Source: an optimization exercise on an open RTL-to-GDS flow (aim: small area, a short achievable clock period and few clock cycles per item). Production flows keep margins and buffers that such runs may drop. In this exercise RTL edits were held to simulation tests only and were not proved equivalent to the original. Power and IR drop assume default switching activity.

==> flow/design.v (excerpt) <==
module arcball_rotation_quaternion_unit #(
  parameter int COORD_BITS = 12,
  parameter int FRAC_BITS  = 16
) (
  input  logic                   clk,
  input  logic                   rst,
  input  logic                   cfg_we,
  input  logic [CFG_INDEX_W-1:0] cfg_index,
  input  logic [CFG_DATA_W-1:0]  cfg_data,
  input  logic                   pointer_valid,
  output logic                   pointer_ready,
  input  logic                   pointer_action,
  input  logic [COORD_BITS-1:0]  pointer_x,
  input  logic [COORD_BITS-1:0]  pointer_y,
  output logic                   rotation_valid,
  input  logic                   rotation_ready,
  output logic [FRAC_BITS+1:0]   rot_x,
  output logic [FRAC_BITS+1:0]   rot_y,
  output logic [FRAC_BITS+1:0]   rot_z,
  output logic [FRAC_BITS+1:0]   rot_w
);
  localparam logic [17:0] ONE_O = 18'h10000;
  logic [17:0] scale_x, scale_y;
  logic [31:0] eps;
  logic        rq_v, rq_act;
  logic [11:0] rq_px, rq_py;
  logic [4:0]  cnt;
  logic        f_v, f_act, b_v, t_v;
  logic        eps_pend;
  logic [3:0]  ec;
  logic        ovalid;
  logic        bigf;
  logic        outside;
  logic        d_v, d_act, d_xs, d_ys;    
  logic        b_out;                     
  logic        mx_s, my_s;
  logic [17:0] mx_m, my_m;
  logic        ex_s, ey_s, ax_s, ay_s;
  logic [16:0] ex_m, ey_m, ez_m, ax_m, ay_m, az_m;
  logic [20:0] it_rem;
  logic [35:0] it_rad;
  logic [17:0] it_root;
  logic [17:0] dy_rem;
  logic [20:0] nx_rem;
  logic [35:0] nx_rad;
  logic [17:0] nx_root;
  logic [17:0] nx_dxr, nx_dxq, nx_dyr, nx_dyq;
  logic [17:0] opa, opb;
  ...
Size: roughly 530 flip-flops, ~46000 µm² of cells after synthesis.
Settings: LEC_CHECK=0, CAP_MARGIN=20, CORE_MARGIN=2, CORE_UTILIZATION=40, SETUP_SLACK_MARGIN=5, SLEW_MARGIN=20; clock period 12.5 ns.
run.sh (not shown) runs the stock make flow with config.mk's settings and CLKGATE_MAP_FILE= SYNTH_SCRIPT=/design/flow/synth_recipe.tcl, a recipe that flattens the netlist after the stock synthesis.
Testbench counts at the start, summed over its fixed seeds: cycles 37,576, items 2,880.
Next try:
CORE_UTILIZATION = 60   (was 40)
PLACE_DENSITY = 0.7   (was unset)
SETUP_SLACK_MARGIN = 4   (was 5)
The new run ran to the end with no violations.
Worst setup slack loses 0.55 ns.
Final cell count decreases by about 9%.
Sequential cell count does not change.
Utilization came out higher by 20 points.
Global-route usage climbs by 13 points.
Via count came out lower by about 1.7%.
Hold slack gains 0.0096 ns.
Synthesized cell count is unchanged.
Critical path depth falls by 9.
Die area shrinks by about 33%.
Clock-buffer cell count climbs by 16.


arcball_rotation_quaternion_unit, a different RTL version from the one above (not shown whole).
For scale: ~5000 cells after synthesis, roughly 660 flip-flops.
clock: 12.5 ns
lec_check: 0
cap_margin: 20
core_margin: 2
core_utilization: 55
slew_margin: 20
standard.sh (not shown) runs the stock make flow with config.mk's settings and CLKGATE_MAP_FILE= SYNTH_SCRIPT=/design/flow/synth_recipe.tcl, a recipe that flattens the netlist after the stock synthesis.
==> flow/flow/run.sh <==
#!/bin/bash
set -euo pipefail
export SETUP_SLACK_MARGIN=7
bash standard.sh finish > run_standard.log 2>&1
Testbench counts at the start, summed over its fixed seeds: cycles 36,607, items 2,880.
Rerun with:
CORE_UTILIZATION = 60   (was 55)
=>
- The new run ran to the end with no violations
- count of clock-buffer cells in the layout falls by 15
- non-clock buffer count climbs by 20
- synthesized area is unchanged
- sequential power stays flat
Rerun with:
==> flow/flow/run.sh (replaced) <==
#!/bin/bash
set -euo pipefail
export SETUP_SLACK_MARGIN=6
bash standard.sh finish > run_standard.log 2>&1
CORE_UTILIZATION = 40   (was 60)
Effect: Sequential share of layout area is higher by 0.58 points; sequential cell count stays the same; power fell by 0.99%; combinational power falls by 5.3%.
Rerun with:
==> flow/flow/run.sh (replaced) <==
#!/bin/bash
set -euo pipefail
export SETUP_SLACK_MARGIN=7.5
bash standard.sh finish > run_standard.log 2>&1
CORE_UTILIZATION = 55   (was 40)
What happened:
- The new run produced a clean layout
- core utilization is higher by 22 points
- global-route usage went up by 11 points
- setup slack improves by 0.87 ns
- clock skew fell by 0.027 ns
- cell area increases by about 8%
- die area came out lower by 27%
- worst hold slack is about the same
- non-clock buffer count goes up by 263
Rerun with:
==> flow/flow/run.sh (replaced) <==
#!/bin/bash
set -euo pipefail
export SETUP_SLACK_MARGIN=6.5
bash standard.sh finish > run_standard.log 2>&1
CORE_UTILIZATION = 65   (was 55)
=> Combinational power went down by 13%; wire length went down by 10%; non-clock buffer count went down by 227; register-to-register slack loses 0.43 ns; synthesized cell count is unchanged; global-route usage went up by 2.8 points.


== v6 ==
arcball_rotation_quaternion_unit, a different RTL version from the one above (not shown whole).
Size: about 660 flip-flops, ~140 I/O pins, ~46000 µm² of cells after synthesis.
export LEC_CHECK = 0
export CAP_MARGIN = 20
export CORE_MARGIN = 2
export CORE_UTILIZATION = 40
export SLEW_MARGIN = 20
create_clock -name core_clock -period 12.5 [get_ports {clk}]
==> flow/flow/run.sh <==
#!/bin/bash
set -euo pipefail
export SETUP_SLACK_MARGIN=7
bash standard.sh finish > run_standard.log 2>&1
Testbench counts of v6, summed over its fixed seeds: cycles 36,607, items 2,880.
--- input diff v6..v7 ---
# v6
export LEC_CHECK = 0
export CAP_MARGIN = 20
export CORE_MARGIN = 2
export CORE_UTILIZATION = 40
export SLEW_MARGIN = 20
create_clock -name core_clock -period 12.5 [get_ports {clk}]
# v7
export LEC_CHECK = 0
export CAP_MARGIN = 20
export CORE_MARGIN = 2
export CORE_UTILIZATION = 40
export SLEW_MARGIN = 30
create_clock -name core_clock -period 12.5 [get_ports {clk}]
-- flow/flow/run.sh --
<<< v6, line 3
export SETUP_SLACK_MARGIN=7
>>> v7, line 3
export SETUP_SLACK_MARGIN=8
[summary]
Highest ir drop seen on vdd, v7 and v6: lower on v6
Final instance area: higher on v7
v7 has final critical-path setup slack above what v6 had.
The source of the critical timing path comes out op_q[2] in one run and op_q[1] in the other, namely in v6 and v7 respectively.
Between v7 and v6, the difference in clock skew is negligible.
v7 vs v6 — final wirelength rose about 3.4%.
Max met2 global-route usage across v7 and v6: v7
Summary — cell count along the critical path, v7 relative to v6: higher, by about 5%.
What v6 reported for power has to be multiplied by 1.18 to get the figure for v7.
v7 vs v6, minimum period implied by the final worst setup slack went down by 0.18 ns.
Side by side, layout buffer count excluding clock buffers turned out higher in v7 than in v6.


arcball_rotation_quaternion_unit with an RTL version that a note above also has.
## arcball_rotation_quaternion_unit
module arcball_rotation_quaternion_unit #(
  parameter int COORD_BITS = 12,
  parameter int FRAC_BITS  = 16
) (
  input  logic                   clk,
  input  logic                   rst,
  input  logic                   cfg_we,
  input  logic [CFG_INDEX_W-1:0] cfg_index,
  input  logic [CFG_DATA_W-1:0]  cfg_data,
  input  logic                   pointer_valid,
  output logic                   pointer_ready,
  input  logic                   pointer_action,
  input  logic [COORD_BITS-1:0]  pointer_x,
  input  logic [COORD_BITS-1:0]  pointer_y,
  output logic                   rotation_valid,
  input  logic                   rotation_ready,
  output logic [FRAC_BITS+1:0]   rot_x,
  output logic [FRAC_BITS+1:0]   rot_y,
  output logic [FRAC_BITS+1:0]   rot_z,
  output logic [FRAC_BITS+1:0]   rot_w
);
  localparam logic [17:0] ONE_O = 18'h10000;
  logic [17:0] scale_x, scale_y;
  logic [31:0] eps;
  logic        rq_v, rq_act;
  logic [11:0] rq_px, rq_py;
  logic [3:0]  cnt;
  logic        m_v, m_act, s_v, s_act, d_v, d_act, d_out, b_v, b_out;
  logic        eps_pend;
  logic [3:0]  ec;
  logic        ovalid;
  logic        bigf;
  logic        outside;
  logic        mx_s, my_s, mx_lt, my_lt, mx_gt, my_gt;
  logic [17:0] mx_m, my_m;
  logic        sx_s, sy_s;
  logic [17:0] sx_m, sy_m;
  logic [20:0] it_rem;
  logic [35:0] it_rad;
  logic [17:0] it_root;
  logic [20:0] nx_rem;
  logic [35:0] nx_rad;
  logic [17:0] nx_root;
  logic        d_xs, d_ys;
  logic [17:0] dxr, dxq, dyr, dyq, dden;
  logic [17:0] nx_dxr, nx_dxq, nx_dyr, nx_dyq;
  ...
export LEC_CHECK = 0
export CAP_MARGIN = 20
export CORE_MARGIN = 2
export CORE_UTILIZATION = 55
export PLACE_DENSITY = 0.7
export SLEW_MARGIN = 20
create_clock -name core_clock -period 12.5 [get_ports {clk}]
==> flow/flow/run.sh <==
#!/bin/bash
set -euo pipefail
export SETUP_SLACK_MARGIN=7
bash standard.sh finish > run_standard.log 2>&1
Testbench counts at the start, summed over its fixed seeds: cycles 36,607, items 2,880.
Edit:
Settings changed: CORE_UTILIZATION 55 to 65, PLACE_DENSITY 0.7 to unset.
The new run finished clean. Setup slack loses 85 ps. Critical path depth is higher by 1. Global-route usage grows by 5.5 points. Synthesized cell count stays the same. Wire length goes down by about 1.8%. Sequential share of layout area goes up by 0.28 points. Final area fell by 0.90%. Area after synthesis does not change. Die area decreases by about 15%.
Edit:
==> flow/flow/run.sh (replaced) <==
#!/bin/bash
set -euo pipefail
export SETUP_SLACK_MARGIN=6.5
bash standard.sh finish > run_standard.log 2>&1
Settings changed: CORE_UTILIZATION 65 to 55.
Sequential cell count stays the same.
Combinational power drops by 4.0%.
Utilization drops by 12 points.
Edit:
Settings changed: CTS_BUF_LIST set to sky130_fd_sc_hd__clkbuf_4 sky130_fd_sc_hd__clkbuf_8, CTS_CLUSTER_SIZE set to 16.
Effect: Count of clock-buffer cells in the layout grows by 83. Fmax shrinks by about 0.5%. Register-to-register slack gets worse by 30 ps. Sequential power barely changes. Design area hardly moves. Core utilization hardly moves. Setup slack gets worse by 29 ps. Clock skew grows by 8.5 ps. Area after synthesis does not change. Die area does not change.

afterwards: timing with drivers on the ports:
No port has a modelled driver above. Below, the same layouts with a new extraction and two added sets of constraints.
Step 1 assumes that a clkbuf_16 drives the clock port and a buf_2 every other input.
Step 2 moves the port delays by t, midway between the first and last clock arrival at a register: inputs arrive t later, outputs are due t later. That takes back most of the time a late clock gives input paths.
Three values: no drivers, after step 1, after step 2; two values: the first two.
| run | shift t [ns] | setup slack, ns | hold WS [ns] |
|---|---|---|---|
| the first run of note 1 | 0.712 | 4.611 / 4.611 / 4.611 | 0.421 / 0.421 / 0.421 |
| the second run of note 1 | 0.728 | 4.065 / 4.065 / 4.065 | 0.431 / 0.431 / 0.431 |
| the first run of note 2 | 0.722 | 7.046 / 7.046 / 6.767 | 0.423 / 0.423 / 0.423 |
| the second run of note 2 | 0.694 | 6.896 / 6.896 / 6.896 | 0.423 / 0.423 / 0.423 |
| the third run of note 2 | 0.729 | 6.115 / 6.115 / 6.115 | 0.419 / 0.419 / 0.419 |
| the fourth run of note 2 | 0.718 | 6.986 / 6.986 / 6.981 | 0.421 / 0.421 / 0.421 |
| the fifth run of note 2 | 0.690 | 6.559 / 6.559 / 6.559 | 0.431 / 0.431 / 0.431 |
| v6 | 0.738 | 6.687 / 6.687 / 6.687 | 0.431 / 0.431 / 0.431 |
| v7 | 0.719 | 6.870 / 6.870 / 6.870 | 0.423 / 0.423 / 0.423 |
| the first run of note 4 | 0.692 | 6.985 / 6.985 / 6.890 | 0.406 / 0.406 / 0.406 |
| the second run of note 4 | 0.693 | 6.900 / 6.900 / 6.870 | 0.423 / 0.423 / 0.423 |
| the third run of note 4 | 0.715 | 6.650 / 6.650 / 6.650 | 0.423 / 0.423 / 0.423 |
| the fourth run of note 4 | 0.811 | 6.621 / 6.621 / 6.621 | 0.418 / 0.418 / 0.418 |
After both steps every run listed still meets setup and hold. The setup slack of the first run of note 2, which loses most, moves by 0.000 ns with the drivers and by -0.279 ns with both steps.
